This is an optimization exercise on Yosys and OpenROAD, whose aim is a short achievable clock period and few clock cycles per item, not a production implementation. Function was checked by simulation only, so behaviour that the tests miss may differ from the original. Power figures rest on the tool's default switching activity, not on a simulated workload.

## flow/design.v

```verilog
package avcsps_pkg;
    localparam logic [2:0] STS_OK          = 3'd0;
    localparam logic [2:0] STS_NO_SPS      = 3'd1;
    localparam logic [2:0] STS_NOT_SPS_NAL = 3'd2;
    localparam logic [2:0] STS_TRUNC       = 3'd3;
    localparam logic [2:0] STS_SCALING     = 3'd4;
    localparam logic [2:0] STS_GOLOMB      = 3'd5;
    localparam logic [2:0] STS_BAD_SIZE    = 3'd6;
    localparam logic [7:0] SPS_NAL_HDR = 8'h67;
    localparam logic [4:0] P_ID     = 5'd0;    
    localparam logic [4:0] P_CHROMA = 5'd1;    
    localparam logic [4:0] P_DL     = 5'd2;    
    localparam logic [4:0] P_DL1    = 5'd3;    
    localparam logic [4:0] P_DC     = 5'd4;    
    localparam logic [4:0] P_BML    = 5'd5;    
    localparam logic [4:0] P_LOG2   = 5'd6;    
    localparam logic [4:0] P_POC    = 5'd7;    
    localparam logic [4:0] P_MAXPOC = 5'd8;    
    localparam logic [4:0] P_ONR1   = 5'd9;    
    localparam logic [4:0] P_OTB    = 5'd10;   
    localparam logic [4:0] P_NCYC   = 5'd11;   
    localparam logic [4:0] P_NCYC2  = 5'd12;   
    localparam logic [4:0] P_COFF   = 5'd13;   
    localparam logic [4:0] P_NREF   = 5'd14;   
    localparam logic [4:0] P_W1     = 5'd15;   
    localparam logic [4:0] P_H      = 5'd16;   
    localparam logic [4:0] P_FDC    = 5'd17;   
    localparam logic [4:0] P_CL     = 5'd18;
    localparam logic [4:0] P_CR     = 5'd19;
    localparam logic [4:0] P_CT     = 5'd20;
    localparam logic [4:0] P_CB     = 5'd21;
    localparam logic [4:0] P_FIN    = 5'd22;
    localparam logic [1:0] SL_NONE   = 2'd0;
    localparam logic [1:0] SL_PREFIX = 2'd1;
    localparam logic [1:0] SL_SUFFIX = 2'd2;
    localparam logic [3:0] D_NONE = 4'd0;
    localparam logic [3:0] D_LOOP = 4'd1;
    localparam logic [3:0] D_REF  = 4'd2;
    localparam logic [3:0] D_W    = 4'd3;
    localparam logic [3:0] D_H    = 4'd4;
    localparam logic [3:0] D_CL   = 4'd5;
    localparam logic [3:0] D_CR   = 4'd6;
    localparam logic [3:0] D_CT   = 4'd7;
    localparam logic [3:0] D_CB   = 4'd8;
endpackage
import avcsps_pkg::*;
module avc_sps_header_parser
(
    input  logic          clk,
    input  logic          rst_n,
    input  logic          in_valid,
    output logic          in_ready,
    input  logic [7:0]    in_data_byte,
    input  logic          in_last_byte,
    output logic          out_valid,
    input  logic          out_ready,
    output logic [2:0]    out_status,
    output logic [7:0]    out_profile,
    output logic [7:0]    out_compat,
    output logic [7:0]    out_level,
    output logic [2:0]    out_nal_length_size,
    output logic [7:0]    out_ref_frames,
    output logic [15:0]   out_pixel_width,
    output logic [15:0]   out_pixel_height
);
    logic [8:0]  iq0, iq1;
    logic        iq_wp, iq_rp;
    logic [1:0]  iq_cnt, iq_cnt_next;
    logic        in_ready_r;
    logic        push, pop;
    logic [8:0]  head;
    logic        head_v, hd_last;
    logic [7:0]  hd;
    assign in_ready = in_ready_r;
    assign push     = in_valid && in_ready_r;
    assign head     = iq_rp ? iq1 : iq0;
    assign head_v   = (iq_cnt != 2'd0);
    assign hd       = head[7:0];
    assign hd_last  = head[8];
    assign iq_cnt_next = iq_cnt + {1'b0, push} - {1'b0, pop};
    always_ff @(posedge clk)
    begin
        if (push && !iq_wp)
            iq0 <= {in_last_byte, in_data_byte};
        if (push && iq_wp)
            iq1 <= {in_last_byte, in_data_byte};
    end
    always_ff @(posedge clk or negedge rst_n)
    begin
        if (!rst_n)
        begin
            iq_wp      <= 1'b0;
            iq_rp      <= 1'b0;
            iq_cnt     <= 2'd0;
            in_ready_r <= 1'b1;
        end
        else
        begin
            iq_wp      <= iq_wp ^ push;
            iq_rp      <= iq_rp ^ pop;
            iq_cnt     <= iq_cnt_next;
            in_ready_r <= (iq_cnt_next != 2'd2);
        end
    end
    logic [3:0]  hidx;                  
    logic [7:0]  prof_r, compat_r, level_r;
    logic [2:0]  nal_r;
    logic        pdone;                 
    logic        res_ready;             
    logic        rec_end;               
    logic        pclr;                  
    logic [7:0]  prof_n, compat_n, level_n;
    logic [2:0]  nal_n;
    logic [7:0]  sn_prof, sn_compat, sn_level;
    logic [2:0]  sn_nal;
    logic [7:0]  e_prof, e_compat, e_level;
    logic [2:0]  e_nal;
    logic [2:0]  st_r;
    logic [7:0]  mem [0:15];
    logic [3:0]  rp;
    logic [7:0]  buf_q [0:2];
    logic [7:0]  buf_e [0:4];
    logic [4:0]  cnt;                   
    logic [2:0]  off;                   
    logic        full16, buf_space, wr;
    logic [4:0]  pos_n;
    logic [1:0]  carry;
    logic [4:0]  pst;
    logic [1:0]  sl_mode;
    logic [1:0]  zch;                   
    logic [4:0]  rem;                   
    logic [31:0] acc;                   
    logic [31:0] loop_r;
    logic [1:0]  chroma_r;
    logic        sep_r, fonly_r;
    logic        chk_r, ok_r;
    logic        vb_v, vb_fast;
    logic [3:0]  vb_dest;
    logic [15:0] vb_win;
    logic [2:0]  vb_lz;
    logic [31:0] vb_acc;
    logic [31:0] codeval;
    logic [7:0]  ref_r;
    logic [31:0] wc_r, hc_r;            
    logic [31:0] cl_r, cr_r, ct_r, cb_r;
    logic        fin1, fin2, fin3, fin4;
    logic [32:0] sw_r, sh_r;
    logic [37:0] fw_r, fh_r;
    logic [38:0] dw_r, dh_r;
    logic [7:0]  ref_o;
    logic [15:0] wid_o, hei_o;
    logic        out_valid_r, ob_v;
    logic [2:0]  ob_status;
    logic [7:0]  ob_prof, ob_compat, ob_level, ob_ref;
    logic [2:0]  ob_nal;
    logic [15:0] ob_w, ob_h;
    logic [2:0]  oa_status;
    logic [7:0]  oa_prof, oa_compat, oa_level, oa_ref;
    logic [2:0]  oa_nal;
    logic [15:0] oa_w, oa_h;
    logic        is_hdr, wr_sps, emit, emit_now, emit_end, a_free, first;
    logic        hi_r, loop2_r;
    function automatic logic high_profile;
        input logic [7:0] p;
        high_profile = (p == 8'd100) || (p == 8'd110) || (p == 8'd122) || (p == 8'd244) ||
               (p == 8'd44) || (p == 8'd83) || (p == 8'd86) || (p == 8'd118);
    endfunction
    function automatic logic [2:0] lzc8;
        input logic [7:0] v;
        if (v[7])      lzc8 = 3'd0;
        else if (v[6]) lzc8 = 3'd1;
        else if (v[5]) lzc8 = 3'd2;
        else if (v[4]) lzc8 = 3'd3;
        else if (v[3]) lzc8 = 3'd4;
        else if (v[2]) lzc8 = 3'd5;
        else if (v[1]) lzc8 = 3'd6;
        else           lzc8 = 3'd7;
    endfunction
    assign full16     = (cnt >= 5'd3) || ((cnt == 5'd2) && (off == 3'd0));
    assign buf_space  = !cnt[4];
    assign is_hdr   = (hidx != 4'd12);
    assign wr_sps   = !is_hdr && !pdone;
    assign pop      = head_v && !(rec_end && (hd_last || (hidx >= 4'd5))) &&
                      (!wr_sps || buf_space);
    assign emit_now = pop && hd_last && res_ready && !ob_v && !rec_end;
    assign emit_end = rec_end && res_ready && !ob_v;
    assign emit     = emit_now || emit_end;
    assign wr       = pop && wr_sps;
    assign first    = pop && (hidx == 4'd0);
    always_comb
    begin
        prof_n   = first ? 8'd0 : prof_r;
        compat_n = first ? 8'd0 : compat_r;
        level_n  = first ? 8'd0 : level_r;
        nal_n    = first ? 3'd0 : nal_r;
        if (pop && is_hdr)
        begin
            if (hidx == 4'd1) prof_n   = hd;
            if (hidx == 4'd2) compat_n = hd;
            if (hidx == 4'd3) level_n  = hd;
            if (hidx == 4'd4) nal_n    = {1'b0, hd[1:0]} + 3'd1;
        end
    end
    assign e_prof   = rec_end ? sn_prof   : prof_r;
    assign e_compat = rec_end ? sn_compat : compat_r;
    assign e_level  = rec_end ? sn_level  : level_r;
    assign e_nal    = rec_end ? sn_nal    : nal_r;
    logic [4:0] cnt_w, cnt_w1, cnt_w2;
    assign cnt_w  = cnt + {4'd0, wr};
    assign cnt_w1 = cnt_w - 5'd1;
    assign cnt_w2 = cnt_w - 5'd2;
    always_comb
    begin
        for (int j = 0; j < 3; j++)
            buf_e[j] = (wr && (cnt == 5'(j))) ? hd : buf_q[j];
        buf_e[3] = (wr && (cnt == 5'd3)) ? hd : mem[rp + 4'd3];
        buf_e[4] = (wr && (cnt == 5'd4)) ? hd : mem[rp + 4'd4];
    end
    always_ff @(posedge clk)
    begin
        if (wr)
            mem[rp + cnt[3:0]] <= hd;
        for (int i = 0; i < 3; i++)
        begin
            unique case (carry)
                2'd0:    buf_q[i] <= buf_e[i];
                2'd1:    buf_q[i] <= buf_e[i + 1];
                default: buf_q[i] <= buf_e[i + 2];
            endcase
        end
    end
    logic [23:0]  w24;
    logic [15:0]  win;
    logic         uoff, uoe;
    logic [15:0]  uwin;
    logic         zero8;
    logic [2:0]   lz;
    logic         is_ue;
    logic [23:0]  w24s;
    assign w24  = {buf_q[0], buf_q[1], buf_q[2]};
    assign w24s = w24 << off;
    assign win  = w24s[23:8];
    assign uoff   = (pst == P_DL1) || (pst == P_ONR1) || (pst == P_W1);
    assign uoe    = uoff && (sl_mode == SL_NONE);
    assign uwin   = uoe ? w24s[22:7] : win;
    assign zero8  = (uwin[15:8] == 8'd0);
    assign lz     = lzc8(uwin[15:8]);
    assign is_ue  = !((pst == P_BML) || (pst == P_FDC) || (pst == P_NCYC2) || (pst == P_FIN));
    logic        el_done;       
    logic        el_fast;       
    logic        sl_start, sl_more;
    logic [1:0]  sl_mode_n;
    logic [1:0]  zch_n;
    logic [4:0]  rem_n;
    logic [31:0] acc_n;
    logic        fail_scl, fail_gol, finish;
    logic [4:0]  pst_el;        
    logic        is3, poc0, poc1, ncyc0;
    logic [1:0]  chroma_fast;
    logic        mat;
    logic [11:0] lists;
    logic [3:0]  nl;
    logic [3:0]  lpos;
    logic        lfound;
    logic [2:0]  pz;
    logic [3:0]  k;
    logic        fdc_crop;
    always_comb
    begin
        el_done   = 1'b0;
        el_fast   = 1'b0;
        sl_start  = 1'b0;
        sl_more   = 1'b0;
        sl_mode_n = sl_mode;
        zch_n     = zch;
        rem_n     = rem;
        acc_n     = acc;
        fail_scl  = 1'b0;
        fail_gol  = 1'b0;
        finish    = 1'b0;
        pst_el    = pst;
        pz        = lzc8(win[15:8]);
        k         = (rem > 5'd8) ? 4'd8 : rem[3:0];
        is3   = (sl_mode == SL_NONE) && (uwin[15:11] == 5'b00100);
        poc0  = (sl_mode == SL_NONE) && uwin[15];
        poc1  = (sl_mode == SL_NONE) && (uwin[15:13] == 3'b010);
        ncyc0 = (sl_mode == SL_NONE) && uwin[15];
        if (sl_mode != SL_NONE)
            chroma_fast = 2'd1;
        else if (uwin[15])
            chroma_fast = 2'd0;
        else if (uwin[15:13] == 3'b010)
            chroma_fast = 2'd1;
        else if (uwin[15:13] == 3'b011)
            chroma_fast = 2'd2;
        else if (uwin[15:11] == 5'b00100)
            chroma_fast = 2'd3;
        else
            chroma_fast = 2'd1;
        mat    = win[14];
        lists  = win[13:2];
        nl     = (chroma_r == 2'd3) ? 4'd12 : 4'd8;
        lfound = 1'b0;
        lpos   = 4'd0;
        for (int i = 11; i >= 0; i--)
            if (lists[11 - i] && (4'(i) < nl))
            begin
                lfound = 1'b1;
                lpos   = 4'(i);
            end
        fdc_crop = win[15] ? win[13] : win[12];
        if (sl_mode == SL_PREFIX)
        begin
            if (win[15:8] == 8'd0)
            begin
                if (zch == 2'd3)
                    fail_gol = 1'b1;
                else
                    zch_n = zch + 2'd1;
            end
            else
            begin
                sl_mode_n = SL_SUFFIX;
                rem_n     = {zch, pz};
                acc_n     = 32'd1;
            end
        end
        else if (sl_mode == SL_SUFFIX)
        begin
            rem_n = rem - {1'b0, k};
            acc_n = (acc << k) | ({24'd0, win[15:8]} >> (4'd8 - k));
            if (rem_n == 5'd0)
            begin
                el_done   = 1'b1;
                sl_mode_n = SL_NONE;
            end
        end
        else if (is_ue)
        begin
            if (zero8)
            begin
                sl_start  = 1'b1;
                sl_mode_n = SL_PREFIX;
                zch_n     = 2'd1;
            end
            else
            begin
                el_done = 1'b1;
                el_fast = 1'b1;
            end
        end
        else if (pst == P_BML)
        begin
            if (!mat)
            begin
                el_done = 1'b1;
            end
            else if (lfound)
            begin
                fail_scl = 1'b1;
            end
            else
            begin
                el_done = 1'b1;
            end
        end
        else if (pst == P_FDC)
        begin
            el_done = 1'b1;
        end
        else if (pst == P_NCYC2)
        begin
            el_done = 1'b1;
        end
        unique case (pst)
            P_ID:     pst_el = hi_r ? P_CHROMA : P_LOG2;
            P_CHROMA: pst_el = is3 ? P_DL1 : P_DL;
            P_DL:     pst_el = P_DC;
            P_DL1:    pst_el = P_DC;
            P_DC:     pst_el = P_BML;
            P_BML:    pst_el = P_LOG2;
            P_LOG2:   pst_el = P_POC;
            P_POC:    pst_el = poc0 ? P_MAXPOC : (poc1 ? P_ONR1 : P_NREF);
            P_MAXPOC: pst_el = P_NREF;
            P_ONR1:   pst_el = P_OTB;
            P_OTB:    pst_el = P_NCYC;
            P_NCYC:   pst_el = ncyc0 ? P_NREF : P_NCYC2;
            P_NCYC2:  pst_el = P_COFF;
            P_COFF:   pst_el = loop2_r ? P_NREF : P_COFF;
            P_NREF:   pst_el = P_W1;
            P_W1:     pst_el = P_H;
            P_H:      pst_el = P_FDC;
            P_FDC:    pst_el = fdc_crop ? P_CL : P_FIN;
            P_CL:     pst_el = P_CR;
            P_CR:     pst_el = P_CT;
            P_CT:     pst_el = P_CB;
            P_CB:     pst_el = P_FIN;
            default:  pst_el = P_FIN;
        endcase
        finish = el_done && (pst_el == P_FIN);
    end
    logic [7:0]  oh;            
    logic [11:0] loh;           
    logic [4:0]  base, pos_ue, pos_pre, pos_bml;
    logic        c_ue, c_pre, c_suf, c_bml, c_fdc, c_nc2;
    always_comb
    begin
        for (int i = 0; i < 8; i++)
            oh[i] = uwin[15 - i] && ((uwin[15:8] >> (8 - i)) == 8'd0);
        for (int i = 0; i < 12; i++)
            loh[i] = win[13 - i] && (4'(i) < nl) && ((win[13:2] >> (12 - i)) == 12'd0);
        base    = {2'b00, off} + {4'd0, uoe};
        pos_ue  = zero8 ? base + 5'd8 : 5'd0;
        pos_pre = zero8 ? {2'b00, off} + 5'd8 : 5'd0;
        for (int i = 0; i < 8; i++)
        begin
            pos_ue  = pos_ue  | (oh[i] ? base + 5'(2 * i + 1) : 5'd0);
            pos_pre = pos_pre | (oh[i] ? {2'b00, off} + 5'(i + 1) : 5'd0);
        end
        if (!mat)
            pos_bml = {2'b00, off} + 5'd2;
        else if (!lfound)
            pos_bml = {2'b00, off} + 5'd2 + {1'b0, nl};
        else
        begin
            pos_bml = 5'd0;
            for (int i = 0; i < 12; i++)
                pos_bml = pos_bml | (loh[i] ? {2'b00, off} + 5'(3 + i) : 5'd0);
        end
        c_ue  = (sl_mode == SL_NONE) && is_ue;
        c_pre = (sl_mode == SL_PREFIX);
        c_suf = (sl_mode == SL_SUFFIX);
        c_bml = (sl_mode == SL_NONE) && (pst == P_BML);
        c_fdc = (sl_mode == SL_NONE) && (pst == P_FDC);
        c_nc2 = (sl_mode == SL_NONE) && (pst == P_NCYC2);
        pos_n = (c_ue  ? pos_ue  : 5'd0) |
                (c_pre ? pos_pre : 5'd0) |
                (c_suf ? {2'b00, off} + {1'b0, k} : 5'd0) |
                (c_bml ? pos_bml : 5'd0) |
                (c_fdc ? {2'b00, off} + (win[15] ? 5'd3 : 5'd4) : 5'd0) |
                (c_nc2 ? {2'b00, off} : 5'd0);
    end
    logic active, go, trunc;
    logic [3:0] dest_el;
    assign active = !pdone && (pst != P_FIN);
    assign go     = active && (full16 || (rec_end && chk_r && ok_r));
    assign trunc  = active && rec_end && !full16 && chk_r && !ok_r;
    assign carry  = go ? pos_n[4:3] : 2'd0;
    always_comb
    begin
        unique case (pst)
            P_NCYC:  dest_el = D_LOOP;
            P_NREF:  dest_el = D_REF;
            P_W1:    dest_el = D_W;
            P_H:     dest_el = D_H;
            P_CL:    dest_el = D_CL;
            P_CR:    dest_el = D_CR;
            P_CT:    dest_el = D_CT;
            P_CB:    dest_el = D_CB;
            default: dest_el = D_NONE;
        endcase
    end
    assign codeval = vb_fast ? {16'd0, vb_win >> (4'd15 - {vb_lz, 1'b0})} : vb_acc;
    always_ff @(posedge clk or negedge rst_n)
    begin
        if (!rst_n)
        begin
            hidx    <= 4'd0;
            rec_end <= 1'b0;
            pclr    <= 1'b1;
        end
        else
        begin
            pclr <= 1'b0;
            if (pop)
            begin
                if (hd_last)
                    hidx <= 4'd0;
                else if (is_hdr)
                    hidx <= hidx + 4'd1;
            end
            if (pop && hd_last && !emit_now)
                rec_end <= 1'b1;
            else if (emit_end)
                rec_end <= 1'b0;
        end
    end
    always_ff @(posedge clk or negedge rst_n)
    begin
        if (!rst_n)
        begin
            pdone     <= 1'b0;
            res_ready <= 1'b0;
            cnt       <= 5'd0;
            rp        <= 4'd0;
            off       <= 3'd0;
            pst       <= P_ID;
            sl_mode   <= SL_NONE;
            chk_r     <= 1'b0;
            vb_v      <= 1'b0;
            fin1      <= 1'b0;
            fin2      <= 1'b0;
            fin3      <= 1'b0;
            fin4      <= 1'b0;
        end
        else if (emit)
        begin
            pdone     <= 1'b0;
            res_ready <= 1'b0;
            cnt       <= 5'd0;
            rp        <= 4'd0;
            off       <= 3'd0;
            pst       <= P_ID;
            sl_mode   <= SL_NONE;
            chk_r     <= 1'b0;
            vb_v      <= 1'b0;
            fin1      <= 1'b0;
            fin2      <= 1'b0;
            fin3      <= 1'b0;
            fin4      <= 1'b0;
        end
        else
        begin
            unique case (carry)
                2'd0:    cnt <= cnt_w;
                2'd1:    cnt <= cnt_w1;
                default: cnt <= cnt_w2;
            endcase
            rp <= rp + {2'd0, carry};
            if (pop)
            begin
                if (is_hdr)
                begin
                    if ((hidx == 4'd5) && (hd[4:0] == 5'd0))
                    begin
                        pdone     <= 1'b1;
                        res_ready <= 1'b1;
                    end
                    if ((hidx == 4'd8) && (hd != SPS_NAL_HDR))
                    begin
                        pdone     <= 1'b1;
                        res_ready <= 1'b1;
                    end
                end
            end
            if (rec_end && active && !full16)
                chk_r <= !chk_r;
            else
                chk_r <= 1'b0;
            vb_v <= 1'b0;
            if (trunc)
            begin
                pdone     <= 1'b1;
                res_ready <= 1'b1;
            end
            else if (go)
            begin
                off     <= pos_n[2:0];
                sl_mode <= sl_mode_n;
                if (fail_gol || fail_scl)
                begin
                    pdone     <= 1'b1;
                    res_ready <= 1'b1;
                end
                else if (el_done)
                begin
                    pst  <= pst_el;
                    vb_v <= 1'b1;
                    if (finish)
                    begin
                        pdone <= 1'b1;
                        fin1  <= 1'b1;
                    end
                end
            end
            fin2 <= fin1;
            fin3 <= fin2;
            fin4 <= fin3;
            if (fin4)
                res_ready <= 1'b1;
        end
    end
    always_ff @(posedge clk)
    begin
        prof_r   <= prof_n;
        compat_r <= compat_n;
        level_r  <= level_n;
        nal_r    <= nal_n;
        if (pop && hd_last && !emit_now)
        begin
            sn_prof   <= prof_n;
            sn_compat <= compat_n;
            sn_level  <= level_n;
            sn_nal    <= nal_n;
        end
        if (emit || pclr)
        begin
            chroma_r <= 2'd1;
            sep_r    <= 1'b0;
            fonly_r  <= 1'b0;
            cl_r     <= 32'd0;
            cr_r     <= 32'd0;
            ct_r     <= 32'd0;
            cb_r     <= 32'd0;
            ref_o    <= 8'd0;
            wid_o    <= 16'd0;
            hei_o    <= 16'd0;
        end
        if (pop && is_hdr)
        begin
            unique case (hidx)
                4'd5:
                    if (hd[4:0] == 5'd0)
                        st_r <= STS_NO_SPS;
                4'd8:
                    if (hd != SPS_NAL_HDR && !pdone)
                        st_r <= STS_NOT_SPS_NAL;
                4'd9: hi_r     <= high_profile(hd);
                default: ;
            endcase
        end
        if (rec_end && active && !full16)
            ok_r <= (pos_n <= {cnt[1:0], 3'b000});
        if (emit)
            ;
        else if (trunc)
            st_r <= STS_TRUNC;
        else if (go)
        begin
            zch <= zch_n;
            rem <= rem_n;
            acc <= acc_n;
            if ((sl_mode == SL_NONE) && (pst == P_DL1))
                sep_r <= win[15];
            if (fail_gol)
                st_r <= STS_GOLOMB;
            else if (fail_scl)
                st_r <= STS_SCALING;
            else if (el_done)
            begin
                vb_fast <= el_fast;
                vb_dest <= dest_el;
                vb_win  <= uwin;
                vb_lz   <= lz;
                vb_acc  <= acc_n;
                if (pst == P_CHROMA)
                    chroma_r <= chroma_fast;
                if (pst == P_FDC)
                    fonly_r <= win[15];
                if (pst == P_COFF)
                begin
                    loop_r  <= loop_r - 32'd1;
                    loop2_r <= (loop_r == 32'd3);
                end
            end
        end
        if (vb_v && !emit)
        begin
            unique case (vb_dest)
                D_LOOP:
                begin
                    loop_r  <= codeval;
                    loop2_r <= (codeval == 32'd2);
                end
                D_REF:  ref_r  <= (codeval > 32'd256) ? 8'd255 : 8'(codeval - 32'd1);
                D_W:    wc_r   <= codeval;
                D_H:    hc_r   <= codeval;
                D_CL:   cl_r   <= codeval - 32'd1;
                D_CR:   cr_r   <= codeval - 32'd1;
                D_CT:   ct_r   <= codeval - 32'd1;
                D_CB:   cb_r   <= codeval - 32'd1;
                default: ;
            endcase
        end
        if (fin2)
        begin
            sw_r <= {1'b0, cl_r} + {1'b0, cr_r};
            sh_r <= {1'b0, ct_r} + {1'b0, cb_r};
            fw_r <= {2'b00, wc_r, 4'b0000};
            fh_r <= fonly_r ? {2'b00, hc_r, 4'b0000} : {1'b0, hc_r, 5'b00000};
        end
        if (fin3)
        begin
            dw_r <= {1'b0, fw_r} - (ux2 ? {5'd0, sw_r, 1'b0} : {6'd0, sw_r});
            dh_r <= {1'b0, fh_r} - ({6'd0, sh_r} << sy);
        end
        if (fin4 && !emit)
        begin
            if (bad_size)
                st_r <= STS_BAD_SIZE;
            else
            begin
                st_r  <= STS_OK;
                ref_o <= ref_r;
                wid_o <= dw_r[15:0];
                hei_o <= dh_r[15:0];
            end
        end
    end
    logic [1:0] ct;
    logic       ux2;
    logic [1:0] sy;
    logic       bad_size;
    always_comb
    begin
        ct  = sep_r ? 2'd0 : chroma_r;
        ux2 = (ct == 2'd1) || (ct == 2'd2);
        if (ct == 2'd1)
            sy = fonly_r ? 2'd1 : 2'd2;
        else
            sy = fonly_r ? 2'd0 : 2'd1;
        bad_size = dw_r[38] || (dw_r[37:0] == 38'd0) || (dw_r[37:16] != 22'd0) ||
                   dh_r[38] || (dh_r[37:0] == 38'd0) || (dh_r[37:16] != 22'd0);
    end
    assign a_free = !out_valid_r || out_ready;
    always_ff @(posedge clk or negedge rst_n)
    begin
        if (!rst_n)
        begin
            out_valid_r <= 1'b0;
            ob_v        <= 1'b0;
        end
        else
        begin
            if (a_free)
                out_valid_r <= ob_v || emit;
            if (ob_v)
                ob_v <= !a_free;
            else
                ob_v <= emit && !a_free;
        end
    end
    always_ff @(posedge clk)
    begin
        if (a_free)
        begin
            if (ob_v)
            begin
                oa_status <= ob_status;
                oa_prof   <= ob_prof;
                oa_compat <= ob_compat;
                oa_level  <= ob_level;
                oa_nal    <= ob_nal;
                oa_ref    <= ob_ref;
                oa_w      <= ob_w;
                oa_h      <= ob_h;
            end
            else
            begin
                oa_status <= st_r;
                oa_prof   <= e_prof;
                oa_compat <= e_compat;
                oa_level  <= e_level;
                oa_nal    <= e_nal;
                oa_ref    <= ref_o;
                oa_w      <= wid_o;
                oa_h      <= hei_o;
            end
        end
        if (!ob_v && !a_free)
        begin
            ob_status <= st_r;
            ob_prof   <= e_prof;
            ob_compat <= e_compat;
            ob_level  <= e_level;
            ob_nal    <= e_nal;
            ob_ref    <= ref_o;
            ob_w      <= wid_o;
            ob_h      <= hei_o;
        end
    end
    assign out_valid           = out_valid_r;
    assign out_status          = oa_status;
    assign out_profile         = oa_prof;
    assign out_compat          = oa_compat;
    assign out_level           = oa_level;
    assign out_nal_length_size = oa_nal;
    assign out_ref_frames      = oa_ref;
    assign out_pixel_width     = oa_w;
    assign out_pixel_height    = oa_h;
endmodule
```

## flow/run.sh

```bash
#!/bin/bash
# synth_recipe.tcl (not shown) runs the flow's synth.tcl, then flattens the netlist and writes it again
# the make line also repeats each setting of config.mk as NAME=value (left out here)
make -C /OpenROAD-flow-scripts/flow DESIGN_CONFIG=/design/flow/config.mk WORK_HOME=/design/flow/orfs CLKGATE_MAP_FILE= SYNTH_SCRIPT=/design/flow/synth_recipe.tcl finish
```

## flow/config.mk

```make
export PLATFORM = sky130hd
export DESIGN_NAME = avc_sps_header_parser
export DESIGN_NICKNAME = avc_sps_header_parser
export VERILOG_FILES = /design/flow/design.v
export SDC_FILE = /design/flow/constraint.sdc
export NUM_CORES = 4
export LEC_CHECK = 0
export CAP_MARGIN = 80
export CORE_MARGIN = 2
export CORE_UTILIZATION = 40
export SLEW_MARGIN = 80
```

## flow/constraint.sdc

```tcl
create_clock -name core_clock -period 20.0 [get_ports {clk}]
set_input_delay 4.0000 -clock core_clock [delete_from_list [all_inputs] [get_ports {clk}]]
set_output_delay 4.0000 -clock core_clock [all_outputs]
set_load 0.01 [all_outputs]
```

==> results of run 1 <==
cells in the mapped netlist (all sizes together), types with 16 or more instances:
| cell type | instances |
|---|---|
| dfxtp | 251 |
| nor2 | 269 |
| o21bai | 22 |
| mux2 | 163 |
| clkbuf | 160 |
| xnor2 | 151 |
| a21o | 68 |
| buf | 63 |
| a31oi | 29 |
| a221oi | 16 |
| nor3 | 86 |
| a21oi | 211 |
| o21ai | 390 |
| nand4 | 30 |
| and2 | 29 |
| o22ai | 18 |
| mux4 | 139 |
| ha | 185 |
| or3 | 18 |
| o31ai | 17 |
| nor4 | 46 |
| edfxtp | 696 |
| and3 | 31 |
| nand3 | 162 |
| nand2b | 33 |
| or2 | 16 |
| o21a | 22 |
| dfrtp | 38 |
| mux2i | 170 |
| xor2 | 60 |
| o211ai | 25 |
| nand2 | 386 |
| a211oi | 42 |
| inv | 149 |
| nor2b | 51 |
through the flow:
stage                     instances  hold WS (ns)  setup slack, ns  total power, mW
after detailed placement       6264         0.405            12.99             7.17
final                          6488         0.416            12.89             9.31
after floorplan                4444         0.400            10.67             5.30
after global placement         6041         0.401            13.67             6.44
after global routing           6486         0.420            12.38             9.77
after CTS                      6461         0.419            12.94             9.18
per-layer routing:
layer | GRT usage, % | wire, µm | share of wire, %
met2 | 33.5 | 64500 | 49
met5 | 0 | 0 | 0
met3 | 2.55 | 5690 | 4.3
met1 | 26.3 | 57900 | 44
met4 | 6.61 | 3750 | 2.8
worst paths after layout:
kind | slack (ns) | endpoint | depth (start not counted)
max | 12.89 | dh_r[36]$_DFFE_PP_ | 25
min in group asynchronous | 3.11 | iq_wp$_DFF_PN0_ | 1
max in group asynchronous | 16.44 | pclr$_DFF_PN1_ | 2
min reg2reg | 0.42 | fw_r[17]$_DFFE_PP_ | 0
min | 0.42 | fw_r[17]$_DFFE_PP_ | 0
max reg2reg | 12.89 | dh_r[36]$_DFFE_PP_ | 25
flip-flops by register name, indices dropped and copies added, names as in the netlist, 24 cells and up:
name and count:
sw_r 33, cr_r 32, mem 128, acc 32
dh_r 39, cb_r 32, fh_r 33, sh_r 33
hc_r 32, vb_acc 32, cl_r 32, loop_r 32
buf_q 24, wc_r 32, fw_r 32, ct_r 32
dw_r 37
worst max-delay path: cells and delay by family (launching register included):
| kind | cells | cell delay, ns |
|---|---|---|
| compound gates | 8 | 1.53 |
| fa+ha+maj | 2 | 0.50 |
| flops | 1 | 0.32 |
| buf+inv | 11 | 3.52 |
| xor+xnor | 1 | 0.13 |
| simple gates | 3 | 0.85 |
power by group:
group	internal [mW]	total [mW]	switching (mW)
combinational	1.77	4.33	2.56
clock	1.17	1.99	0.821
sequential	2.73	2.99	0.259
cells by family (layout without fill, tap and decap cells):
family | count (synthesis) | count (layout) | synth area share (%)
other | 2 | 4 | 0.0146
AOI/OAI and AO/OA | 999 | 999 | 12.1
muxes | 472 | 472 | 13.0
adders and majority gates | 193 | 193 | 4.79
buffers and inverters | 374 | 754 | 2.86
xor gates and xnor gates | 211 | 211 | 3.59
DFF | 987 | 987 | 52.3
and+or+nand+nor | 1206 | 1206 | 11.3
area by class of cell:
| cell class | count | area share [%] |
|---|---|---|
| flip-flops and latches | 987 | 42.8 |
| multi-input cells | 3083 | 40.6 |
| repair buffers | 406 | 6.61 |
| clock buffers | 142 | 4.66 |
| well taps | 1662 | 3.30 |
| clock inverters | 55 | 0.994 |
| inverters | 151 | 0.959 |
| diodes | 2 | 0.00794 |
==> run summary, run 1 <==
Final period util 35.6%; register area share after synthesis between 50% and 60%; CP dominant cell by count clkdlybuf4s50_1; share of post-route cells with drive strength above 1 between 20% and 30%; Ports 85; critical path's largest stage delay between 0.5 and 0.6 ns; Final setup viols 0; FF+latch count, synth 987; H-tree depth 3; Leakage 22.7 nW; Mapped Avg Cell Area ~12 µm²; register area 27000 µm²; crit path max fanout 34; biggest area consumer among synthesized cells edfxtp_1; ANT nets after route 0; core area 128000 µm²; routed wire length ~130000 µm; CTS tree built; number of flops mapped to enable cells by yosys slightly below 700; Chip Width between 300 and 400 µm; total negative setup slack 0 ns; status complete, no violations; post-CTS setup buffers 0; GPL Wtd Cong ~0.91; slowest CP cell clkdlybuf4s50_1; Root Buffer clkbuf_16; fillers roughly 11k; worst clock skew just under 0.08 ns; DRC errors left 0; CTS Hold Bufs 0; port bufs 84; most frequent cells in the layout 696 x edfxtp_1, 370 x nand2_1, 302 x o21ai_0; clk latency of the worst-skew pair approximately 0.72 ns; Post-synth top flop edfxtp_1; Die H about 360 µm; Max Cap Viol 0; post-synthesis cell area between 50000 and 60000 µm²; hpwl dp 97600 µm; total die area 132000 µm²; top post-synthesis cells by area edfxtp_1 41%, dfxtp_1 9.8%, mux4_2 6.1%; Hold Fails Final Rpt 0; Setup crit start fonly_r$_DFF_P_; router iterations before antenna repair 6; Max Clk Rate approximately 140 MHz; Async S/R FF share, synth around 4.1%; GRT Total Usage between 15 and 20%; Hold/Removal Path Class register to register; Startpoint Class register; DR vias/cell between 5 and 6; first-pass GRT wire length 207000 µm; maximum number of pins on one net before global-route repair 40; DP Area 58700 µm²; Vias between 30k and 40k; power density over the cells 148 nW/µm²; Yosys top cell area share roughly two fifths; Peak VDD IR 0.0918 mV; site row count roughly 130; initial antenna violation count 0; Hold Startpoint wc_r[13]$_DFFE_PP_; final net count ~4.9k; CP Class register to register; Design Area, Final around 63000 µm²; global route overflow 0; synthesized instance count 4444; total CTS buffers roughly 110; vias in the first global route 35.8k; Area growth syn-to-layout 22.5%; post_cts resized 0; WP data arrival approximately 7.6 ns; worst path required time 20.46 ns; unrepaired setup endpoints after global routing false; Longest Clk Path Bufs 3; Worst R2R Start fonly_r$_DFF_P_; Synthesized Nets ~4.6k; Multi-input gate area roughly 26000 µm²; Worst-path clk slew roughly 0.060 ns; Cell variety after synth around 110; Sink Count 987; drt initial violations approximately 2.8k; commonest non-fill, non-tap cell in the layout edfxtp_1; Initial Util between 40 and 50%; Util after Layout 49.4%; drt wl/cell approximately 20 µm; synthesis warning total 3; Slew Limit Fails 0; Final min period approximately 7.1 ns; crit end category register
Testbench counts, summed over its fixed seeds: cycles 13,848, items 384.
==> run 2: changes to the inputs <==
==> flow/flow/run.sh (new file) <==
#!/bin/bash
set -euo pipefail
bash standard.sh SETUP_SLACK_MARGIN=15.2 finish > flow_make.log 2>&1
==> flow/standard.sh (new file) <==
#!/bin/bash
# synth_recipe.tcl (not shown) runs the flow's synth.tcl, then flattens the netlist and writes it again
# the make line also repeats each setting of config.mk as NAME=value (left out here)
make -C /OpenROAD-flow-scripts/flow DESIGN_CONFIG=/design/flow/config.mk WORK_HOME=/design/flow/orfs CLKGATE_MAP_FILE= SYNTH_SCRIPT=/design/flow/synth_recipe.tcl "${@:-finish}"
--- a/flow/config.mk
+++ b/flow/config.mk
@@ -9,3 +9,3 @@
 export CORE_MARGIN = 2
-export CORE_UTILIZATION = 40
+export CORE_UTILIZATION = 35
 export SLEW_MARGIN = 80
removed: flow/run.sh
==> run 2 against run 1 <==
Effect of this change:
- still clean on timing, DRC and antenna
- wire length up 5.5%
- core utilization down 5.0 points
- clock skew up 0.0046 ns
- die area up 14%
- global-route usage down 1.8 points
- sequential power about the same
- largest power group unchanged
==> run summary, run 2 <==
register area share after synthesis 52.3% (unchanged); Sink Count 987 (unchanged); initial antenna violation count 4 (+4); Initial Util 35.3% (-5.0 points); Largest register FFs 128 (unchanged); Reg power frac 31.3% (-0.8 points); final net count 5037 (+2.0%); port bufs 84 (unchanged); Synthesized Nets 4649 (unchanged); Power, Total 9.54 mW (+2.5%); Final WS setup 14.63 ns (+1.74 ns); FF+latch count, synth 987 (unchanged); Startpoint Class register; synthesis warning total 3 (unchanged); pre-CTS WS 13.85 ns (+0.863 ns); Die H 387 µm (+6.8%); router iterations before antenna repair 6 (unchanged); H-tree depth 3 (unchanged); CP Class register to output pin; total CTS buffers 105 (unchanged); DR vias/cell 5.46 (-1.9%); clk latency of the worst-skew pair 0.74 ns (+0.02 ns); most frequent cell after synthesis edfxtp_1; CP top delay family flip-flops; number of flops mapped to enable cells by yosys 696 (unchanged); Max Cap Viol 0 (unchanged); Max Clk Rate 186 MHz (+32%); worst path required time 16.00 ns (-4.46 ns); Critical Path, Cell by Cell buf_6; P_sw 3.78 mW (+4.1%); GRT Total Usage 18.1% (-1.8 points); Async S/R FF share, synth 4.05% (unchanged); Slew Limit Fails 0 (unchanged); Cell variety after synth 107 (unchanged); Leakage 23.4 nW (+3.3%); GPL Wtd Cong 0.942 (+3.6%); routed wire length 139000 µm (+5.5%); Hold Fails Final Rpt 0 (unchanged); Worst Path Buf+Inv 1 (-10); hpwl dp 101000 µm (+3.4%); vias in the first global route 36.8k (+2.9%); Hold/Removal Path Class register to register; Clk network pwr share 21.0% (-0.4 points); WP data arrival 1.37 ns (-6.20 ns); biggest area consumer among synthesized cells edfxtp_1; total die area 150000 µm² (+14%); crit end category output pin; Area growth syn-to-layout 25.6%; total negative setup slack 0 ns (unchanged); most frequent cells in the layout 696 x edfxtp_1, 363 x nand2_1, 292 x o21ai_0; worst clock skew 0.0837 ns (+0.00455 ns); drt wl/cell 20.3 µm (about the same); Vias 37.3k (+3.5%); Chip Width 387 µm (+6.8%); Final min period 5.37 ns (-1.74 ns); post-synthesis cell area 51500 µm² (unchanged); status complete, no violations; critical path's largest stage delay 0.53 ns (-0.05 ns); Longest Clk Path Bufs 3 (unchanged); top post-synthesis cells by area edfxtp_1 41%, dfxtp_1 9.8%, mux4_2 6.1%; power density over the cells 148 nW/µm² (about the same); slowest CP cell dfstp_2; Final setup viols 0 (unchanged); Post-synth top flop edfxtp_1; most common library cells after synthesis 696 x edfxtp_1, 384 x nand2_1, 351 x o21ai_0; commonest non-fill, non-tap cell in the layout edfxtp_1; cell-internal power 5.76 mW (+1.5%); global route overflow 0 (unchanged); synthesized instance count 4444 (unchanged); share of post-route cells with drive strength above 1 28.2% (+4.3 points); maximum number of pins on one net before global-route repair 43 (+7.5%); Mapped Avg Cell Area 11.6 µm² (unchanged); Peak VDD IR 0.108 mV (+18%); ANT nets after route 0 (unchanged); Root Buffer clkbuf_16; DRC errors left 0 (unchanged); crit path max fanout 2 (-94%); Worst-path clk slew 0.06 ns (about the same); combinational share of power 47.7% (+1.2 points); drt initial violations 2826 (+0.18%); Hold WS 0.395 ns (-0.0212 ns); Sw Ratio 39.6% (+0.60 points); unrepaired setup endpoints after global routing true; first-pass GRT wire length 216000 µm (+4.6%); site row count 140 (+6.9%); Final period util 26.9% (-8.7 points); core area 146000 µm² (+14%); CTS tree built; Ports 85 (unchanged); Yosys top cell area share 40.6% (unchanged)
run 2: cell count changes in the layout (fill, tap and decap cells not counted), sizes merged, moves of 2 or more:
cell | previous run | this run
buf | 266 | 431
dlymetal6s2s | 0 | 4
inv | 147 | 152
clkinv | 43 | 51
clkbuf | 160 | 145
bufinv | 11 | 13
bufbuf | 0 | 3
clkdlybuf4s50 | 102 | 29
run 2: cells by family (layout without fill, tap and decap cells):
| group | after synthesis | in the layout | synth area share (%) |
|---|---|---|---|
| compound gates | 999 | 999 | 12.1 |
| mux | 472 | 472 | 13.0 |
| simple gates | 1206 | 1207 | 11.3 |
| buf+inv | 374 | 852 | 2.86 |
| other cells | 2 | 3 | 0.0146 |
| fa+ha+maj | 193 | 193 | 4.79 |
| xor+xnor | 211 | 211 | 3.59 |
| flops | 987 | 987 | 52.3 |
run 2: area by class of cell:
type / instances / area [µm²]
Antenna cell: 1 / 2.50
Clock buffer: 128 / 2780
Clock inverter: 70 / 791
Fill cell: 13200 / 81100
Inverter: 151 / 642
Multi-Input combinational cell: 3084 / 26100
Sequential cell: 987 / 27000
Tap cell: 1917 / 2400
Timing Repair Buffer: 503 / 4870
run 2: path summary, 6_finish.rpt:
path	endpoint	slack, ns	from	depth (start not counted)
worst max-delay path	in_ready	14.63	in_ready_r$_DFF_PN1_	1
worst min-delay path	fw_r[19]$_DFFE_PP_	0.40	wc_r[15]$_DFFE_PP_	0
worst max register to register	dh_r[36]$_DFFE_PP_	15.30	chroma_r[0]$_DFF_P_	23
worst min register to register	fw_r[19]$_DFFE_PP_	0.40	wc_r[15]$_DFFE_PP_	0
max in group asynchronous	pclr$_DFF_PN1_	16.29	rst_n	4
min in group asynchronous	iq_cnt[1]$_DFF_PN0_	3.13	rst_n	2
run 2: metal layers:
| layer | GRT usage [%] | wire, µm | up-vias |
|---|---|---|---|
| li1 | - | - | 17500 |
| met1 | 23.7 | 59600 | 18400 |
| met2 | 30.3 | 67100 | 1085 |
| met3 | 2.77 | 7610 | 284 |
| met4 | 6.20 | 4700 | 4 |
| met5 | 0 | 32 | - |
run 2: repair_timing:
item | 4_1_cts | 5_1_grt
gates cloned | 6 | 5
hold buffers | 0 | 0
resized for setup | 349 | 92
endpoints found under the setup margin | 185 | 204
pin swaps | 10 | 39
buffers inserted | 16 | 45
run 2: per-stage QoR:
| step | instances | area [µm²] | util [%] |
|---|---|---|---|
| after CTS | 6775 | 63100 | 43.3 |
| after global placement | 6300 | 54600 | 37.4 |
| after floorplan | 4444 | 51500 | - |
| final | 6841 | 64600 | 44.3 |
| after global routing | 6840 | 64600 | 44.3 |
| after detailed placement | 6555 | 59400 | 40.8 |
run 2: power groups by stage:
stage | combinational, mW | sequential [mW] | clock, mW
finish | 4.55 | 2.99 | 2.00
floorplan | 2.37 | 2.94 | 0
detailed placement | 4.25 | 3.03 | 0
global route | 4.86 | 3.03 | 2.13
global placement | 3.47 | 3.04 | 0
CTS | 4.27 | 2.99 | 2.05
==> run 3: changes to the inputs <==
==> flow/flow/run.sh (replaced) <==
#!/bin/bash
set -euo pipefail
bash standard.sh SETUP_SLACK_MARGIN=14.5 finish > flow_make.log 2>&1
==> run 3 against run 2 <==
Effect of this change:
- still clean
- global-route usage shrank 0.49 points
- final cell count is 1.2% lower
- register-to-register slack worse by 0.55 ns
- sequential cell count unchanged
- non-clock buffer count shrank 77
- clock power down 3%
==> run summary, run 3 <==
Final period util 27.2% (+0.31 points); Largest register FFs 128 (unchanged); Mapped Avg Cell Area 11.6 µm² (unchanged); total die area 150000 µm² (unchanged); GPL Wtd Cong 0.943 (about the same); Clk network pwr share 20.9% (about the same); cells on worst reg2reg path 20 (-13%); Slew Limit Fails 0 (unchanged); Worst Path Buf+Inv 1 (unchanged); critical path's largest stage delay 0.46 ns (-0.07 ns); Final setup viols 0 (unchanged); vias in the first global route 36.2k (-1.6%); Area growth syn-to-layout 22.9%; power density over the cells 146 nW/µm² (-1.2%); Worst R2R Start off[0]$_DFFE_PN0P_; Chip Width 387 µm (unchanged); Final min period 5.43 ns (+0.0617 ns); Reg power frac 32.3% (+1.0 points); drt initial violations 2501 (-12%); synthesis warning total 3 (unchanged); worst path required time 16.00 ns (about the same); routed wire length 135000 µm (-3.2%); CP top delay family flip-flops; global route overflow 0 (unchanged); combinational share of power 46.8% (-0.9 points); Sink Count 987 (unchanged); pre-CTS WS 14.17 ns (+0.325 ns); Hold Fails Final Rpt 0 (unchanged); hpwl dp 99800 µm (-1.1%); CTS Hold Bufs 0 (unchanged); Hold Crit Endpoint fw_r[15]$_DFFE_PP_; most frequent cells in the layout 696 x edfxtp_1, 366 x nand2_1, 305 x o21ai_0; Async S/R FF share, synth 4.05% (unchanged); biggest area consumer among synthesized cells edfxtp_1; Non-Filler Instances 6761 (-1.2%); r2r setup slk 14.75 ns (-0.55 ns); FF+latch count, synth 987 (unchanged); Min-Delay Path Depth 0 (unchanged); H-tree depth 3 (unchanged); most common library cells after synthesis 696 x edfxtp_1, 384 x nand2_1, 351 x o21ai_0; Synthesized Nets 4649 (unchanged); status complete, no violations; Critical Path, Cell by Cell clkdlybuf4s15_2; most frequent cell after synthesis edfxtp_1; Startpoint Class register; drt wl/cell 19.9 µm (-2.1%); Hold Startpoint wc_r[11]$_DFFE_PP_; Sw Ratio 39.7% (+0.087 points); r2r endpoint buf_q[0][0]$_DFFE_PP_; Leakage 22.9 nW (-2.3%); Vias 36.7k (-1.6%); Die H 387 µm (unchanged); commonest non-fill, non-tap cell in the layout edfxtp_1; initial antenna violation count 2 (-2); CP Class register to output pin; Worst-path clk slew 0.06 ns (about the same); top post-synthesis cells by area edfxtp_1 41%, dfxtp_1 9.8%, mux4_2 6.1%; total negative setup slack 0 ns (unchanged); Post-synth top flop edfxtp_1; P_sw 3.67 mW (-3.1%); first-pass GRT wire length 211000 µm (-2.7%); Yosys top cell area share 40.6% (unchanged); Crit path depth 1 (unchanged); register area share after synthesis 52.3% (unchanged); final net count 4957 (-1.6%); DRC errors left 0 (unchanged); total CTS buffers 103 (-1.9%); Cell variety after synth 107 (unchanged); Final WS setup 14.57 ns (-0.0617 ns); Longest Clk Path Bufs 3 (unchanged); maximum number of pins on one net before global-route repair 43 (unchanged); slowest CP cell dfrtp_2; share of post-route cells with drive strength above 1 24.4% (-3.8 points); Util after Layout 43.4% (-0.95 points); Max Cap Viol 0 (unchanged); DR vias/cell 5.43 (-0.47%); CTS tree built; GRT Total Usage 17.6% (-0.49 points); dpl cells 6542 (-0.20%); cell-internal power 5.56 mW (-3.4%); Root Buffer clkbuf_16; site row count 140 (unchanged); WP data arrival 1.43 ns (+0.06 ns); Initial Util 35.3% (unchanged); Hold/Removal Path Class register to register; unrepaired setup endpoints after global routing false; clk latency of the worst-skew pair 0.75 ns (about the same); crit end category output pin; number of flops mapped to enable cells by yosys 696 (unchanged); ANT nets after route 0 (unchanged); post-synthesis cell area 51500 µm² (unchanged); core area 146000 µm² (unchanged); router iterations before antenna repair 5 (-1); port bufs 84 (unchanged); Setup crit start out_valid_r$_DFFE_PN0N_; Peak VDD IR 0.0760 mV (-30%); crit path max fanout 2 (unchanged); Max Clk Rate 184 MHz (-1.1%); Ports 85 (unchanged); worst clock skew 0.0779 ns (-0.00585 ns); synthesized instance count 4444 (unchanged)
run 3: cell types whose count changed in the layout (fill, tap and decap cells not counted), sizes merged, moves of 7 or more:
cell | before | now
bufinv | 13 | 6
clkdlybuf4s15 | 5 | 15
clkinv | 51 | 37
buf | 431 | 284
clkbuf | 145 | 161
dlygate4sd2 | 0 | 60
run 3: worst max-delay path by stage:
stage	to	slack (ns)
5_1_grt	out_profile[3]	14.50
6_report	out_valid	14.57
4_1_cts	in_ready	14.41
2_1_floorplan	ob_compat[0]$_DFFE_PP_	13.89
3_5_place_dp	ob_compat[3]$_DFFE_PP_	14.17
3_3_place_gp	rp[3]$_DFF_PN0_	13.72
run 3: cells by family (layout without fill, tap and decap cells):
kind of cell	count (synthesis)	count (layout)	share of synthesized area, %
other cells	2	3	0.0146
flops	987	987	52.3
simple gates	1206	1206	11.3
fa+ha+maj	193	193	4.79
mux	472	472	13.0
xor+xnor	211	211	3.59
buf+inv	374	773	2.86
compound gates	999	999	12.1
run 3: metal layers:
| layer | vias to the layer above | global-route usage [%] | share of wire [%] |
|---|---|---|---|
| met4 | 0 | 6.30 | 3.3 |
| met5 | - | 0 | 0 |
| li1 | 17400 | - | - |
| met2 | 1001 | 29.3 | 48 |
| met1 | 18100 | 23.3 | 43 |
| met3 | 265 | 2.42 | 5.2 |
run 3: layout make-up:
| class | instances | area [µm²] |
|---|---|---|
| fillers | 13400 | 82500 |
| flip-flops and latches | 987 | 27000 |
| multi-input cells | 3083 | 25600 |
| repair buffers | 426 | 4200 |
| clock buffers | 144 | 2870 |
| well taps | 1917 | 2400 |
| inverters | 151 | 607 |
| clock inverters | 52 | 554 |
| diodes | 1 | 2.50 |
run 3: metrics by stage:
stage | total power [mW] | hold WS (ns) | area (µm²)
2_1_floorplan | 5.29 | 0.400 | 51500
3_3_place_gp | 6.46 | 0.401 | 54500
3_5_place_dp | 7.21 | 0.405 | 59000
4_1_cts | 9.13 | 0.369 | 62400
5_1_grt | 9.70 | 0.380 | 63200
6_report | 9.23 | 0.374 | 63200
run 3: timing repair:
item                       CTS  global route
gates resized for setup     83            15
gates cloned                 0             1
setup buffers                1             2
setup endpoints to repair   72            24
pin swaps                    0             1
run 3: power by group through the flow:
stage | Clock [mW] | Sequential, mW | Combinational (mW)
2_1_floorplan | 0 | 2.94 | 2.36
3_3_place_gp | 0 | 3.04 | 3.42
3_5_place_dp | 0 | 3.02 | 4.18
4_1_cts | 1.97 | 2.98 | 4.17
5_1_grt | 2.05 | 3.02 | 4.63
6_report | 1.93 | 2.98 | 4.32
==> run 4: changes to the inputs <==
--- a/flow/design.v
+++ b/flow/design.v
@@ -74,3 +74,3 @@
     assign in_ready = in_ready_r;
-    assign push     = in_valid && in_ready_r;
+    assign push     = in_valid && (iq_cnt != 2'd2);
     assign head     = iq_rp ? iq1 : iq0;
@@ -146,4 +146,4 @@
     logic        fin1, fin2, fin3, fin4;
-    logic [32:0] sw_r, sh_r;
-    logic [37:0] fw_r, fh_r;
+    logic [37:0] sw_r, sh_r;            
+    logic [37:0] fw_r, fh_r;            
     logic [38:0] dw_r, dh_r;
@@ -160,3 +160,3 @@
     logic [15:0] oa_w, oa_h;
-    logic        is_hdr, wr_sps, emit, emit_now, emit_end, a_free, first;
+    logic        is_hdr, wr_sps, emit, emit_now, emit_end, first;
     logic        hi_r, loop2_r;
@@ -600,6 +600,6 @@
             fonly_r  <= 1'b0;
-            cl_r     <= 32'd0;
-            cr_r     <= 32'd0;
-            ct_r     <= 32'd0;
-            cb_r     <= 32'd0;
+            cl_r     <= 32'd1;
+            cr_r     <= 32'd1;
+            ct_r     <= 32'd1;
+            cb_r     <= 32'd1;
             ref_o    <= 8'd0;
@@ -667,6 +667,6 @@
                 D_H:    hc_r   <= codeval;
-                D_CL:   cl_r   <= codeval - 32'd1;
-                D_CR:   cr_r   <= codeval - 32'd1;
-                D_CT:   ct_r   <= codeval - 32'd1;
-                D_CB:   cb_r   <= codeval - 32'd1;
+                D_CL:   cl_r   <= codeval;
+                D_CR:   cr_r   <= codeval;
+                D_CT:   ct_r   <= codeval;
+                D_CB:   cb_r   <= codeval;
                 default: ;
@@ -676,6 +676,6 @@
         begin
-            sw_r <= {1'b0, cl_r} + {1'b0, cr_r};
-            sh_r <= {1'b0, ct_r} + {1'b0, cb_r};
-            fw_r <= {2'b00, wc_r, 4'b0000};
-            fh_r <= fonly_r ? {2'b00, hc_r, 4'b0000} : {1'b0, hc_r, 5'b00000};
+            sw_r <= ({5'd0, cl_r + {1'b0, cr_r}}) << ux2;
+            sh_r <= ({5'd0, ct_r + {1'b0, cb_r}}) << sy;
+            fw_r <= {2'b00, wc_r, (ux2 ? 4'b0100 : 4'b0010)};
+            fh_r <= fonly_r ? {2'b00, hc_r, 4'b0010 << sy} : {1'b0, hc_r, 1'b0, 4'b0010 << sy};
         end
@@ -683,4 +683,4 @@
         begin
-            dw_r <= {1'b0, fw_r} - (ux2 ? {5'd0, sw_r, 1'b0} : {6'd0, sw_r});
-            dh_r <= {1'b0, fh_r} - ({6'd0, sh_r} << sy);
+            dw_r <= {1'b0, fw_r} - {1'b0, sw_r};
+            dh_r <= {1'b0, fh_r} - {1'b0, sh_r};
         end
@@ -714,3 +714,2 @@
     end
-    assign a_free = !out_valid_r || out_ready;
     always_ff @(posedge clk or negedge rst_n)
@@ -724,8 +723,13 @@
         begin
-            if (a_free)
+            if (out_valid_r)
+            begin
+                if (out_ready)
+                    out_valid_r <= 1'b0;
+            end
+            else
                 out_valid_r <= ob_v || emit;
             if (ob_v)
-                ob_v <= !a_free;
+                ob_v <= out_valid_r;
             else
-                ob_v <= emit && !a_free;
+                ob_v <= emit && out_valid_r;
         end
@@ -734,3 +738,3 @@
     begin
-        if (a_free)
+        if (!out_valid_r)
         begin
@@ -759,3 +763,3 @@
         end
-        if (!ob_v && !a_free)
+        if (!ob_v && out_valid_r)
         begin
==> flow/flow/run.sh (replaced) <==
#!/bin/bash
set -euo pipefail
bash standard.sh SETUP_SLACK_MARGIN=15.6 finish > flow_make.log 2>&1
==> run 4 against run 3 <==
Effect of this change:
- synthesized area up 3.2%
- final cell count increased by 7.3%
- clock-buffer cell count decreased by 12
- non-clock buffer count grew 84
- clock power rose by 4%
- power is 27% higher
==> run summary, run 4 <==
met1 Use GR 23.7% (+0.39 points); biggest area consumer among synthesized cells edfxtp_1; crit path max fanout 1 (-1); top post-synthesis cells by area edfxtp_1 40%, dfxtp_1 9.5%, mux4_2 4.7%; total CTS buffers 105 (+1.9%); DR vias/cell 5.37 (-1.0%); Setup crit start in_ready_r$_DFF_PN1_; Longest Clk Path Bufs 3 (unchanged); most frequent cells in the layout 707 x edfxtp_1, 397 x nand2_1, 314 x o21ai_0; Async S/R FF share, synth 4.01% (-0.045 points); Startpoint Class register; Max Cap Viol 0 (unchanged); Worst-path clk slew 0.06 ns (about the same); global route overflow 0 (unchanged); vias in the first global route 38.2k (+5.4%); Ports 85 (unchanged); Vias 39.0k (+6.2%); core area 150000 µm² (+3.1%); CP top delay family flip-flops; number of flops mapped to enable cells by yosys 707 (+1.6%); H-tree depth 3 (unchanged); commonest non-fill, non-tap cell in the layout edfxtp_1; register area share after synthesis 51.3% (-1.0 points); slowest CP cell dfstp_2; Post-synth top flop edfxtp_1; Global Route met3 Usage 2.49% (+0.065 points); most common library cells after synthesis 707 x edfxtp_1, 427 x nand2_1, 400 x o21ai_0; fillers 13.8k (+3.3%); Die H 394 µm (+1.6%); synthesis warning total 3 (unchanged); Slew Limit Fails 0 (unchanged); Final min period 5.33 ns (-0.106 ns); power density over the cells 176 nW/µm² (+21%); maximum number of pins on one net before global-route repair 42 (-2.3%); Final WS setup 14.67 ns (+0.106 ns); status complete, no violations; Max Clk Rate 188 MHz (+2.0%); drt wl/cell 20.0 µm (+0.30%); total negative setup slack 0 ns (unchanged); Peak VDD IR 0.119 mV (+56%); Chip Width 394 µm (+1.6%); initial antenna violation count 3 (+1); FF+latch count, synth 998 (+1.1%); pre-CTS WS 14.41 ns (+0.233 ns); critical path's largest stage delay 0.53 ns (+0.07 ns); crit end category output pin; post-synthesis cell area 53100 µm² (+3.2%); routed wire length 145000 µm (+7.7%); worst path required time 16.00 ns (about the same); Leakage 24.7 nW (+7.6%); Multi-input gate area 27100 µm² (+6.0%); CP Class register to output pin; final net count 5360 (+8.1%); Final setup viols 0 (unchanged); GPL Wtd Cong 0.871 (-7.6%); Root Buffer clkbuf_16; WP data arrival 1.33 ns (-0.10 ns); Hold WS 0.417 ns (+0.0434 ns); Hold Startpoint wc_r[2]$_DFFE_PP_; Cell variety after synth 116 (+8.4%); synthesized instance count 4781 (+7.6%); Initial Util 35.3% (+0.038 points); most frequent cell after synthesis edfxtp_1; port bufs 84 (unchanged); Area growth syn-to-layout 25.0%; DRC errors left 0 (unchanged); Mapped Avg Cell Area 11.1 µm² (-4.0%); n_diodes 0 (-1); site row count 142 (+1.4%); ANT nets after route 0 (unchanged); Worst Path Buf+Inv 1 (unchanged); share of post-route cells with drive strength above 1 27.4% (+3.0 points); CTS tree built; Sink Count 998 (+1.1%); worst clock skew 0.103 ns (+0.0254 ns); Yosys top cell area share 40.0% (-0.66 points); router iterations before antenna repair 5 (unchanged); register area 27300 µm² (+1.3%); met2 Usage GRT 31.2% (+1.8 points); busiest grt layer met2; Largest register FFs 128 (unchanged); Critical Path, Cell by Cell buf_6; Final period util 26.6% (-0.53 points); drt initial violations 2690 (+7.6%); hpwl dp 107000 µm (+6.8%); Worst R2R Start off[0]$_DFFE_PN0P_; total die area 155000 µm² (+3.2%); first-pass GRT wire length 224000 µm (+6.5%); Hold/Removal Path Class register to register; Hold Fails Final Rpt 0 (unchanged); Synthesized Nets 4992 (+7.4%); clk latency of the worst-skew pair 0.73 ns (-0.02 ns); unrepaired setup endpoints after global routing true; GRT Total Usage 18.1% (+0.55 points)
[run 4: power breakdown]
| group | internal, mW | total (mW) | switching (mW) |
|---|---|---|---|
| logic | 2.66 | 6.30 | 3.64 |
| clock network | 1.16 | 2.01 | 0.853 |
| registers | 3.07 | 3.39 | 0.317 |
[run 4: what timing repair did]
| action | 4_1_cts | 5_1_grt |
|---|---|---|
| setup endpoints to repair | 204 | 135 |
| resized for setup | 372 | 60 |
| hold endpoints to repair | 0 | 0 |
| hold buffers | 0 | 0 |
| buffers inserted | 45 | 50 |
| pin swaps | 16 | 43 |
| cloned | 3 | 0 |
[run 4: metal layers]
| metal | routed length (µm) | share of wire [%] |
|---|---|---|
| met1 | 62600 | 43 |
| met2 | 70900 | 49 |
| met3 | 6730 | 4.6 |
| met4 | 4770 | 3.3 |
| met5 | 12 | 0.0083 |
[run 4: layout make-up]
type	instances	area share, %
repair inverters	1	0.0132
well taps	2016	3.80
multi-input cells	3299	40.9
clock buffers	132	4.34
repair buffers	510	7.28
flip-flops and latches	998	41.2
clock inverters	67	1.07
inverters	234	1.46
[run 4: stage by stage]
step                power [mW]  util (%)  std cells  cell area (µm²)
CTS                       11.3      43.1       7184            64800
detailed placement        9.13      40.5       6937            60900
floorplan                 6.68         -       4781            53300
global placement          8.12      37.4       6707            56200
global route              12.3      44.2       7257            66400
finish                    11.7      44.2       7257            66400
[run 4: worst paths after layout]
kind / endpoint / slack [ns] / cells after the start
worst max-delay path: in_ready / 14.67 / 1
worst min-delay path: fw_r[6]$_DFFE_PP_ / 0.42 / 0
worst max register to register: rp[1]$_DFF_PN0_ / 15.65 / 18
worst min register to register: fw_r[6]$_DFFE_PP_ / 0.42 / 0
max in group asynchronous: fin3$_DFF_PN0_ / 16.21 / 4
min in group asynchronous: iq_wp$_DFF_PN0_ / 3.16 / 2
[run 4: logic make-up (layout without fill, tap and decap cells)]
logic type	Yosys count	count (layout)	share of synthesized area, %
fa+ha+maj	198	198	4.79
mux	488	488	12.3
other cells	2	2	0.0141
buf+inv	484	944	3.70
simple gates	1334	1334	12.0
flops	998	998	51.3
compound gates	1122	1122	13.3
xor+xnor	155	155	2.56
Testbench counts of run 4, summed over its fixed seeds: cycles 13,848, items 384.
==> run 5: changes to the inputs <==
==> flow/flow/run.sh (replaced) <==
#!/bin/bash
set -euo pipefail
bash standard.sh SETUP_SLACK_MARGIN=15.2 finish > flow_make.log 2>&1
==> run 5 against run 4 <==
Effect of this change:
- die area is the same
- synthesized cell count unchanged
- clock power grew 2%
- final area down 1.1%
- final cell count fell by 0.61%
- sequential power is essentially flat
- largest cell class unchanged
==> run summary, run 5 <==
Min-Delay Path Depth 0 (unchanged); crit path max fanout 1 (unchanged); maximum number of pins on one net before global-route repair 43 (+2.4%); Longest Clk Path Bufs 3 (unchanged); Ports 85 (unchanged); Final period util 26.5% (-0.12 points); drt initial violations 2795 (+3.9%); register area share after synthesis 51.3% (unchanged); unrepaired setup endpoints after global routing true; GRT Total Usage 18.0% (-0.16 points); FF+latch count, synth 998 (unchanged); first-pass GRT wire length 222000 µm (-0.96%); total die area 155000 µm² (unchanged); core area 150000 µm² (unchanged); hpwl dp 106000 µm (-0.45%); biggest area consumer among synthesized cells edfxtp_1; synthesis warning total 3 (unchanged); drt wl/cell 20.0 µm (about the same); final net count 5316 (-0.82%); DRC errors left 0 (unchanged); slowest CP cell dfstp_2; Cell variety after synth 116 (unchanged); Largest register FFs 128 (unchanged); clk latency of the worst-skew pair 0.72 ns (about the same); global route overflow 0 (unchanged); Hold/Removal Path Class register to register; r2r endpoint ok_r$_DFFE_PP_; top post-synthesis cells by area edfxtp_1 40%, dfxtp_1 9.5%, mux4_2 4.7%; Worst R2R Start off[0]$_DFFE_PN0P_; H-tree depth 3 (unchanged); Max Clk Rate 189 MHz (+0.45%); Final setup viols 0 (unchanged); worst path required time 16.00 ns (about the same); Synthesized Nets 4992 (unchanged); total negative setup slack 0 ns (unchanged); Chip Width 394 µm (unchanged); site row count 142 (unchanged); Initial Util 35.3% (unchanged); Post-synth top flop edfxtp_1; Slew Limit Fails 0 (unchanged); Mapped Avg Cell Area 11.1 µm² (unchanged); Area growth syn-to-layout 23.6%; Final min period 5.30 ns (-0.0239 ns); status complete, no violations; Max Cap Viol 0 (unchanged); Worst-path clk slew 0.06 ns (about the same); ANT nets after route 0 (unchanged); crit end category output pin; cells on worst reg2reg path 17 (-1); vias in the first global route 38.0k (-0.59%); most frequent cell after synthesis edfxtp_1; commonest non-fill, non-tap cell in the layout edfxtp_1; DR vias/cell 5.37 (-0.17%); Leakage 24.3 nW (-1.4%); critical path's largest stage delay 0.53 ns (about the same); worst clock skew 0.0501 ns (-0.0531 ns); initial antenna violation count 0 (-3); most frequent cells in the layout 707 x edfxtp_1, 393 x nand2_1, 322 x o21ai_0; Sink Count 998 (unchanged); CTS tree built; Hold Startpoint wc_r[11]$_DFFE_PP_; number of flops mapped to enable cells by yosys 707 (unchanged); total CTS buffers 106 (+0.95%); Die H 394 µm (unchanged); pre-CTS WS 14.41 ns (+0.00370 ns); Root Buffer clkbuf_16; Hold Crit Endpoint fw_r[15]$_DFFE_PP_; Worst Path Buf+Inv 1 (unchanged); Peak VDD IR 0.0975 mV (-18%); Startpoint Class register; Async S/R FF share, synth 4.01% (unchanged); share of post-route cells with drive strength above 1 25.7% (-1.7 points); synthesized instance count 4781 (unchanged); CP Class register to output pin; post-synthesis cell area 53100 µm² (unchanged); Final WS setup 14.70 ns (+0.0239 ns); port bufs 84 (unchanged); Vias 38.7k (-0.78%); router iterations before antenna repair 7 (+2); CP top delay family flip-flops; Hold Fails Final Rpt 0 (unchanged); CTS Hold Bufs 0 (unchanged); Critical Path, Cell by Cell buf_6; routed wire length 144000 µm (-0.65%); most common library cells after synthesis 707 x edfxtp_1, 427 x nand2_1, 400 x o21ai_0; WP data arrival 1.30 ns (-0.03 ns); power density over the cells 175 nW/µm² (-0.91%); GPL Wtd Cong 0.875 (+0.41%); Yosys top cell area share 40.0% (unchanged); r2r setup slk 15.28 ns (-0.37 ns)
## run 5: cell type report
type | count | area, µm²
repair buffers | 466 | 4410
flip-flops and latches | 998 | 27300
clock inverters | 55 | 757
well taps | 2016 | 2520
multi-input cells | 3299 | 26800
clock buffers | 144 | 2890
diodes | 1 | 2.50
fillers | 13900 | 84600
inverters | 234 | 928
## run 5: kinds of logic (layout without fill, tap and decap cells)
family                     after synthesis  in the layout  synth area share, %
adders and majority gates              198            198                 4.79
DFF                                    998            998                 51.3
other                                    2              3               0.0141
buffers and inverters                  484            899                 3.70
and+or+nand+nor                       1334           1334                 12.0
xor gates and xnor gates               155            155                 2.56
AOI/OAI and AO/OA                     1122           1122                 13.3
muxes                                  488            488                 12.3
## run 5: through the flow
step / instances / hold slack (ns) / utilization [%] / power, mW / cell area [µm²]
after CTS: 7167 / 0.396 / 42.8 / 11.2 / 64400
after global routing: 7212 / 0.417 / 43.7 / 12.1 / 65700
after global placement: 6702 / 0.401 / 37.3 / 8.09 / 56100
after detailed placement: 6949 / 0.405 / 40.5 / 9.09 / 60900
after floorplan: 4781 / 0.400 / - / 6.66 / 53200
final: 7213 / 0.400 / 43.7 / 11.5 / 65700
## run 5: worst max path at each step
stage	startpoint	to	slack [ns]	depth (start not counted)
3_3_place_gp	sl_mode[0]$_DFFE_PN0P_	rp[2]$_DFF_PN0_	13.49	21
5_1_grt	in_ready_r$_DFF_PN1_	in_ready	14.64	1
2_1_floorplan	in_valid	in_ready_r$_DFF_PN1_	15.05	7
6_report	in_ready_r$_DFF_PN1_	in_ready	14.70	1
4_1_cts	in_ready_r$_DFF_PN1_	in_ready	14.64	1
3_5_place_dp	in_valid	in_ready_r$_DFF_PN1_	14.41	8
## run 5: timing repair
item | CTS | global route
cloned | 2 | 2
endpoints found under the setup margin | 80 | 90
pin swaps | 6 | 5
resized for setup | 312 | 30
setup buffers | 17 | 22
## run 5: layer usage
layer / up-vias / wire length, µm / global-route usage, %
met1: 18900 / 62400 / 23.6
met4: 0 / 4540 / 6.37
met2: 995 / 70200 / 30.4
met5: - / 0 / 0
li1: 18500 / - / -
met3: 248 / 6860 / 2.39
## run 5: where the power goes
part,total [mW],switching (mW),internal [mW]
Combinational,6.01,3.53,2.48
Clock,2.05,0.839,1.21
Sequential,3.41,0.335,3.07

==> re-timing with driven ports <==
Ports are ideal in the flow. The routed layouts listed here were re-timed in OpenROAD.
Step 1, drivers: a clkbuf_16 drives clk and a buf_2 each remaining input, both assumed.
Step 2 adds t to the input delays and takes it off the output delays; t is the mean of the earliest and latest rising clock arrival at the registers after step 1. Input paths then give back, and output paths get back, about the clock's delay inside the block.
Slacks: ideal / step 1 / step 2; pairs: ideal / step 1.
run | t (ns) | setup WS [ns] | latest minus earliest clock arrival (ns) | worst slew at a driven data input, ns | cell pins on the clock port's net
run 1 | 0.746 | 12.888 / 12.888 / 12.888 | 0.081 / 0.081 | 0.05 | 1
run 2 | 0.781 | 14.630 / 14.551 / 14.489 | 0.090 / 0.090 | 0.04 | 1
run 3 | 0.784 | 14.568 / 14.492 / 14.193 | 0.078 / 0.078 | 0.06 | 1
run 4 | 0.760 | 14.673 / 14.593 / 14.928 | 0.103 / 0.103 | 0.05 | 1
run 5 | 0.772 | 14.697 / 14.618 / 14.711 | 0.051 / 0.051 | 0.05 | 1
After both steps every run listed still meets setup and hold. The setup slack of run 3, which loses most, moves by -0.076 ns with the drivers and by -0.375 ns with both steps.
